Background: an optimization exercise with open tools, aiming at small area. Do not read the settings as production practice.
The RTL was checked by simulation tests, not by an equivalence proof against the original design.
Power is estimated from default activity; no workload was simulated.

## breakout_top
module breakout_top (
    input  logic                                clk,
    input  logic                                reset,
    input  logic                                pause,
    input  logic                                video_on,
    input  logic [breakout_pkg::coord_w-1:0]    x,
    input  logic [breakout_pkg::coord_w-1:0]    y,
    input  logic [breakout_pkg::coord_w-1:0]    board_x,
    input  logic [breakout_pkg::coord_w-1:0]    board_y,
    input  logic [breakout_pkg::num_bricks-1:0][breakout_pkg::coord_w-1:0] brick_x,
    input  logic [breakout_pkg::num_bricks-1:0][breakout_pkg::coord_w-1:0] brick_y,
    output logic [breakout_pkg::rgb_w-1:0]      rgb,
    output logic                                collision,
    output logic [breakout_pkg::digit_w-1:0]    thous,
    output logic [breakout_pkg::digit_w-1:0]    huns,
    output logic [breakout_pkg::digit_w-1:0]    tens,
    output logic [breakout_pkg::digit_w-1:0]    ones
);
Size: roughly 1,300 cells after synthesis, ~9300 sq um of cells after synthesis.
==> flow/config.mk <==
export PLATFORM = sky130hd
export DESIGN_NAME = breakout_top
export DESIGN_NICKNAME = breakout_top
export VERILOG_FILES = /design/flow/design.v
export SDC_FILE = /design/flow/constraint.sdc
export NUM_CORES = 4
export LEC_CHECK = 0
export CAP_MARGIN = 20
export CORE_MARGIN = 2
export CORE_UTILIZATION = 40
export SLEW_MARGIN = 20
==> flow/constraint.sdc <==
create_clock -name core_clock -period 10.0 [get_ports {clk}]
set_input_delay 2.0000 -clock core_clock [delete_from_list [all_inputs] [get_ports {clk}]]
set_output_delay 2.0000 -clock core_clock [all_outputs]
set_load 0.01 [all_outputs]
run.sh (not shown) runs the stock make flow with config.mk's settings and CLKGATE_MAP_FILE= SYNTH_SCRIPT=/design/flow/synth_recipe.tcl, a recipe that flattens the netlist after the stock synthesis.
The baseline passed the timing, DRC and antenna checks.
Change:
GPL_TIMING_DRIVEN = 0   (was default)
The changed run ran to the end with no violations.
Global-route usage goes up by 0.82 points.
Non-clock buffer count went down by 14.
Register-to-register slack is worse by 0.96 ns.
Wire length grows by 2.3%.
Via count grows by 0.52%.
Final cell count shrinks by 0.71%.
Total power shrinks by 3.0%.
Clock-buffer cell count shrinks by 1.
Worst hold slack barely changes.
Worst setup slack loses 0.031 ns.

* * *

== run 1 ==
breakout_top, a different RTL version from the one above (not shown whole).
Size: ~890 cells after synthesis, roughly 6200 um^2 of cells after synthesis.
Settings: LEC_CHECK=0, CAP_MARGIN=0, CORE_MARGIN=2, CORE_UTILIZATION=40, CTS_BUF_LIST=sky130_fd_sc_hd__clkbuf_8, GPL_TIMING_DRIVEN=0, SLEW_MARGIN=0; clock period 10.0 ns.
standard.sh (not shown) runs the stock make flow with config.mk's settings and CLKGATE_MAP_FILE= SYNTH_SCRIPT=/design/flow/synth_recipe.tcl, a recipe that flattens the netlist after the stock synthesis.
==> flow/flow/run.sh <==
#!/bin/bash
# Layout flow: the standard flow, with two changes.
#  1. Synthesis is the standard one (same script, same passes, same registers),
#     but ABC maps the logic for area (flow/abc_area.script) instead of the
#     speed script, and it also maps the adders (no separate half/full adder
#     cell step), and the buffers it puts between output ports that carry
#     the same signal are the smallest buffer.
#  2. Port buffers are the smallest buffer, sky130_fd_sc_hd__buf_1, and the
#     floorplan step removes the buffers synthesis inserted.
# Each step's full output goes to a log file in this folder.
set -euo pipefail
W=$PWD

# a copy of ORFS's scripts whose ABC script is the area one
rm -rf "$W/scripts_area"
cp -r "$FLOW_HOME/scripts" "$W/scripts_area"
cp "$W/flow/abc_area.script" "$W/scripts_area/abc_speed.script"

bash standard.sh "SCRIPTS_DIR=$W/scripts_area" "ADDER_MAP_FILE=" \
    "MIN_BUF_CELL_AND_PORTS=sky130_fd_sc_hd__buf_1 A X" synth > "$W/run_synth.log" 2>&1
bash standard.sh "BUFFER_PORTS_ARGS=-buffer_cell sky130_fd_sc_hd__buf_1" "REMOVE_ABC_BUFFERS=1" finish > "$W/run_finish.log" 2>&1
==> flow/flow/abc_area.script <==
strash
ifraig
scorr
dc2
&get -n
&deepsyn -T 60
&put
strash
&get -n
&dch -f
&nf -a -R 1000
&put
strash
&get -n
&dc2
&dch -f
&nf -a -R 1000
&put
topo
The inputs of run 2 differ from those of run 1 as listed below.
==> flow/flow/run.sh <==
#!/bin/bash
# Layout flow: the standard flow, with two changes.
#  1. Synthesis is the standard one (same script, same passes, same registers),
#     but ABC maps the logic for area (flow/abc_area.script) instead of the
#     speed script, and it also maps the adders (no separate half/full adder
#     cell step).
#  2. Port buffers are the smallest buffer, sky130_fd_sc_hd__buf_1.
# Each step's full output goes to a log file in this folder.
set -euo pipefail
W=$PWD

# a copy of ORFS's scripts whose ABC script is the area one
rm -rf "$W/scripts_area"
cp -r "$FLOW_HOME/scripts" "$W/scripts_area"
cp "$W/flow/abc_area.script" "$W/scripts_area/abc_speed.script"

bash standard.sh "SCRIPTS_DIR=$W/scripts_area" "ADDER_MAP_FILE=" synth > "$W/run_synth.log" 2>&1
bash standard.sh "BUFFER_PORTS_ARGS=-buffer_cell sky130_fd_sc_hd__buf_1" finish > "$W/run_finish.log" 2>&1
-- flow/flow/abc_area.script --
<<< run 1, line 4
dc2
&get -n
&deepsyn -T 60
&put
strash
>>> run 2, line 4
dc2
drw
drf
dc2
drw
drf
dc2
strash
[summary]
Run comparison: run 2 uppermost signal routing layer after detailed routing met5; run 1 uppermost signal routing layer after detailed routing met4
In run 2, the relative contribution of sequential cells to total power came out 1.9 points below the value in run 1.
Simple-gate area share of the yosys netlist: run 2 vs run 1 down 0.34 points
In run 2 relative to run 1, average vias per placed instance had gone up by a few percent.
Run 2 ended with less core utilization than run 1.
Run 2 -> run 1: maximum number of pins on one net before global-route repair delta 0, exact match

* * *

breakout_top, a different RTL version from the one above (not shown whole).
Size in the first run: about 44 flip-flops, about 190 I/O pins.
Design breakout_top, start of the top module:
module breakout_top (
    input  logic                                clk,
    input  logic                                reset,
    input  logic                                pause,
    input  logic                                video_on,
    input  logic [breakout_pkg::coord_w-1:0]    x,
    input  logic [breakout_pkg::coord_w-1:0]    y,
    input  logic [breakout_pkg::coord_w-1:0]    board_x,
    input  logic [breakout_pkg::coord_w-1:0]    board_y,
    input  logic [breakout_pkg::num_bricks-1:0][breakout_pkg::coord_w-1:0] brick_x,
    input  logic [breakout_pkg::num_bricks-1:0][breakout_pkg::coord_w-1:0] brick_y,
    output logic [breakout_pkg::rgb_w-1:0]      rgb,
    output logic                                collision,
    output logic [breakout_pkg::digit_w-1:0]    thous,
    output logic [breakout_pkg::digit_w-1:0]    huns,
    output logic [breakout_pkg::digit_w-1:0]    tens,
    output logic [breakout_pkg::digit_w-1:0]    ones
);
==> flow/config.mk <==
export PLATFORM = sky130hd
export DESIGN_NAME = breakout_top
export DESIGN_NICKNAME = breakout_top
export VERILOG_FILES = /design/flow/design.v
export SDC_FILE = /design/flow/constraint.sdc
export NUM_CORES = 4
export LEC_CHECK = 0
export CAP_MARGIN = 20
export CORE_MARGIN = 2
export CORE_UTILIZATION = 40
export CTS_BUF_LIST = sky130_fd_sc_hd__clkbuf_8
export GPL_TIMING_DRIVEN = 0
export SLEW_MARGIN = 20
==> flow/constraint.sdc <==
create_clock -name core_clock -period 10.0 [get_ports {clk}]
set_input_delay 2.0000 -clock core_clock [delete_from_list [all_inputs] [get_ports {clk}]]
set_output_delay 2.0000 -clock core_clock [all_outputs]
set_load 0.01 [all_outputs]
==> flow/flow/run.sh <==
#!/bin/bash
# Layout flow: the standard flow, with two changes.
#  1. Synthesis is the standard one (same script, same passes, same registers),
#     but ABC maps the logic for area (flow/abc_area.script) instead of the
#     speed script.
#  2. Port buffers are the smallest buffer, sky130_fd_sc_hd__buf_1.
# Each step's full output goes to a log file in this folder.
set -euo pipefail
W=$PWD

# a copy of ORFS's scripts whose ABC script is the area one
rm -rf "$W/scripts_area"
cp -r "$FLOW_HOME/scripts" "$W/scripts_area"
cp "$W/flow/abc_area.script" "$W/scripts_area/abc_speed.script"

bash standard.sh "SCRIPTS_DIR=$W/scripts_area" synth > "$W/run_synth.log" 2>&1
bash standard.sh "BUFFER_PORTS_ARGS=-buffer_cell sky130_fd_sc_hd__buf_1" finish > "$W/run_finish.log" 2>&1
==> flow/flow/abc_area.script <==
strash
ifraig
scorr
dc2
drw
drf
dc2
strash
&get -n
&dch -f
&nf -a -R 1000
&put
topo
The first run passed the timing, DRC and antenna checks.
Edit:
CORE_UTILIZATION = 55   (was 40)
After rerunning: Maximum frequency came out higher by 0.54%; clock-buffer cell count does not change; non-clock buffer count came out higher by 2; setup slack improved by 0.051 ns; final area goes down by 1.1%; worst hold slack is about the same; clock skew goes down by 0.0072 ns; area after synthesis stays the same; die area is lower by 27%.

-- separate check: timing with driven ports --
No port has a modelled driver above. Below, the same layouts with a new extraction and two added sets of constraints.
Step 1: set_driving_cell puts a clkbuf_16 on clk and a buf_2 on each other input, an assumption about the parent block.
Step 2 adds t to the input delays and takes it off the output delays; t is the mean of the earliest and latest rising clock arrival at the registers after step 1. Input paths then give back, and output paths get back, about the clock's delay inside the block.
Slacks: ideal / step 1 / step 2; pairs: ideal / step 1.
run | t (ns) | slack for setup (ns) | latest minus earliest clock arrival (ns)
the first run of note 1 | 0.345 | 0.283 / 0.256 / 0.256 | 0.015 / 0.015
the second run of note 1 | 0.347 | 0.252 / 0.222 / 0.222 | 0.018 / 0.017
run 1 | 0.344 | 0.483 / 0.461 / 0.461 | 0.009 / 0.010
run 2 | 0.350 | 0.506 / 0.480 / 0.480 | 0.008 / 0.008
the first run of note 3 | 0.351 | 0.495 / 0.469 / 0.469 | 0.025 / 0.025
the second run of note 3 | 0.352 | 0.546 / 0.525 / 0.525 | 0.019 / 0.019
After both steps every run listed still meets setup and hold. The setup slack of the second run of note 1, which loses most, moves by -0.030 ns with the drivers and by -0.030 ns with both steps.
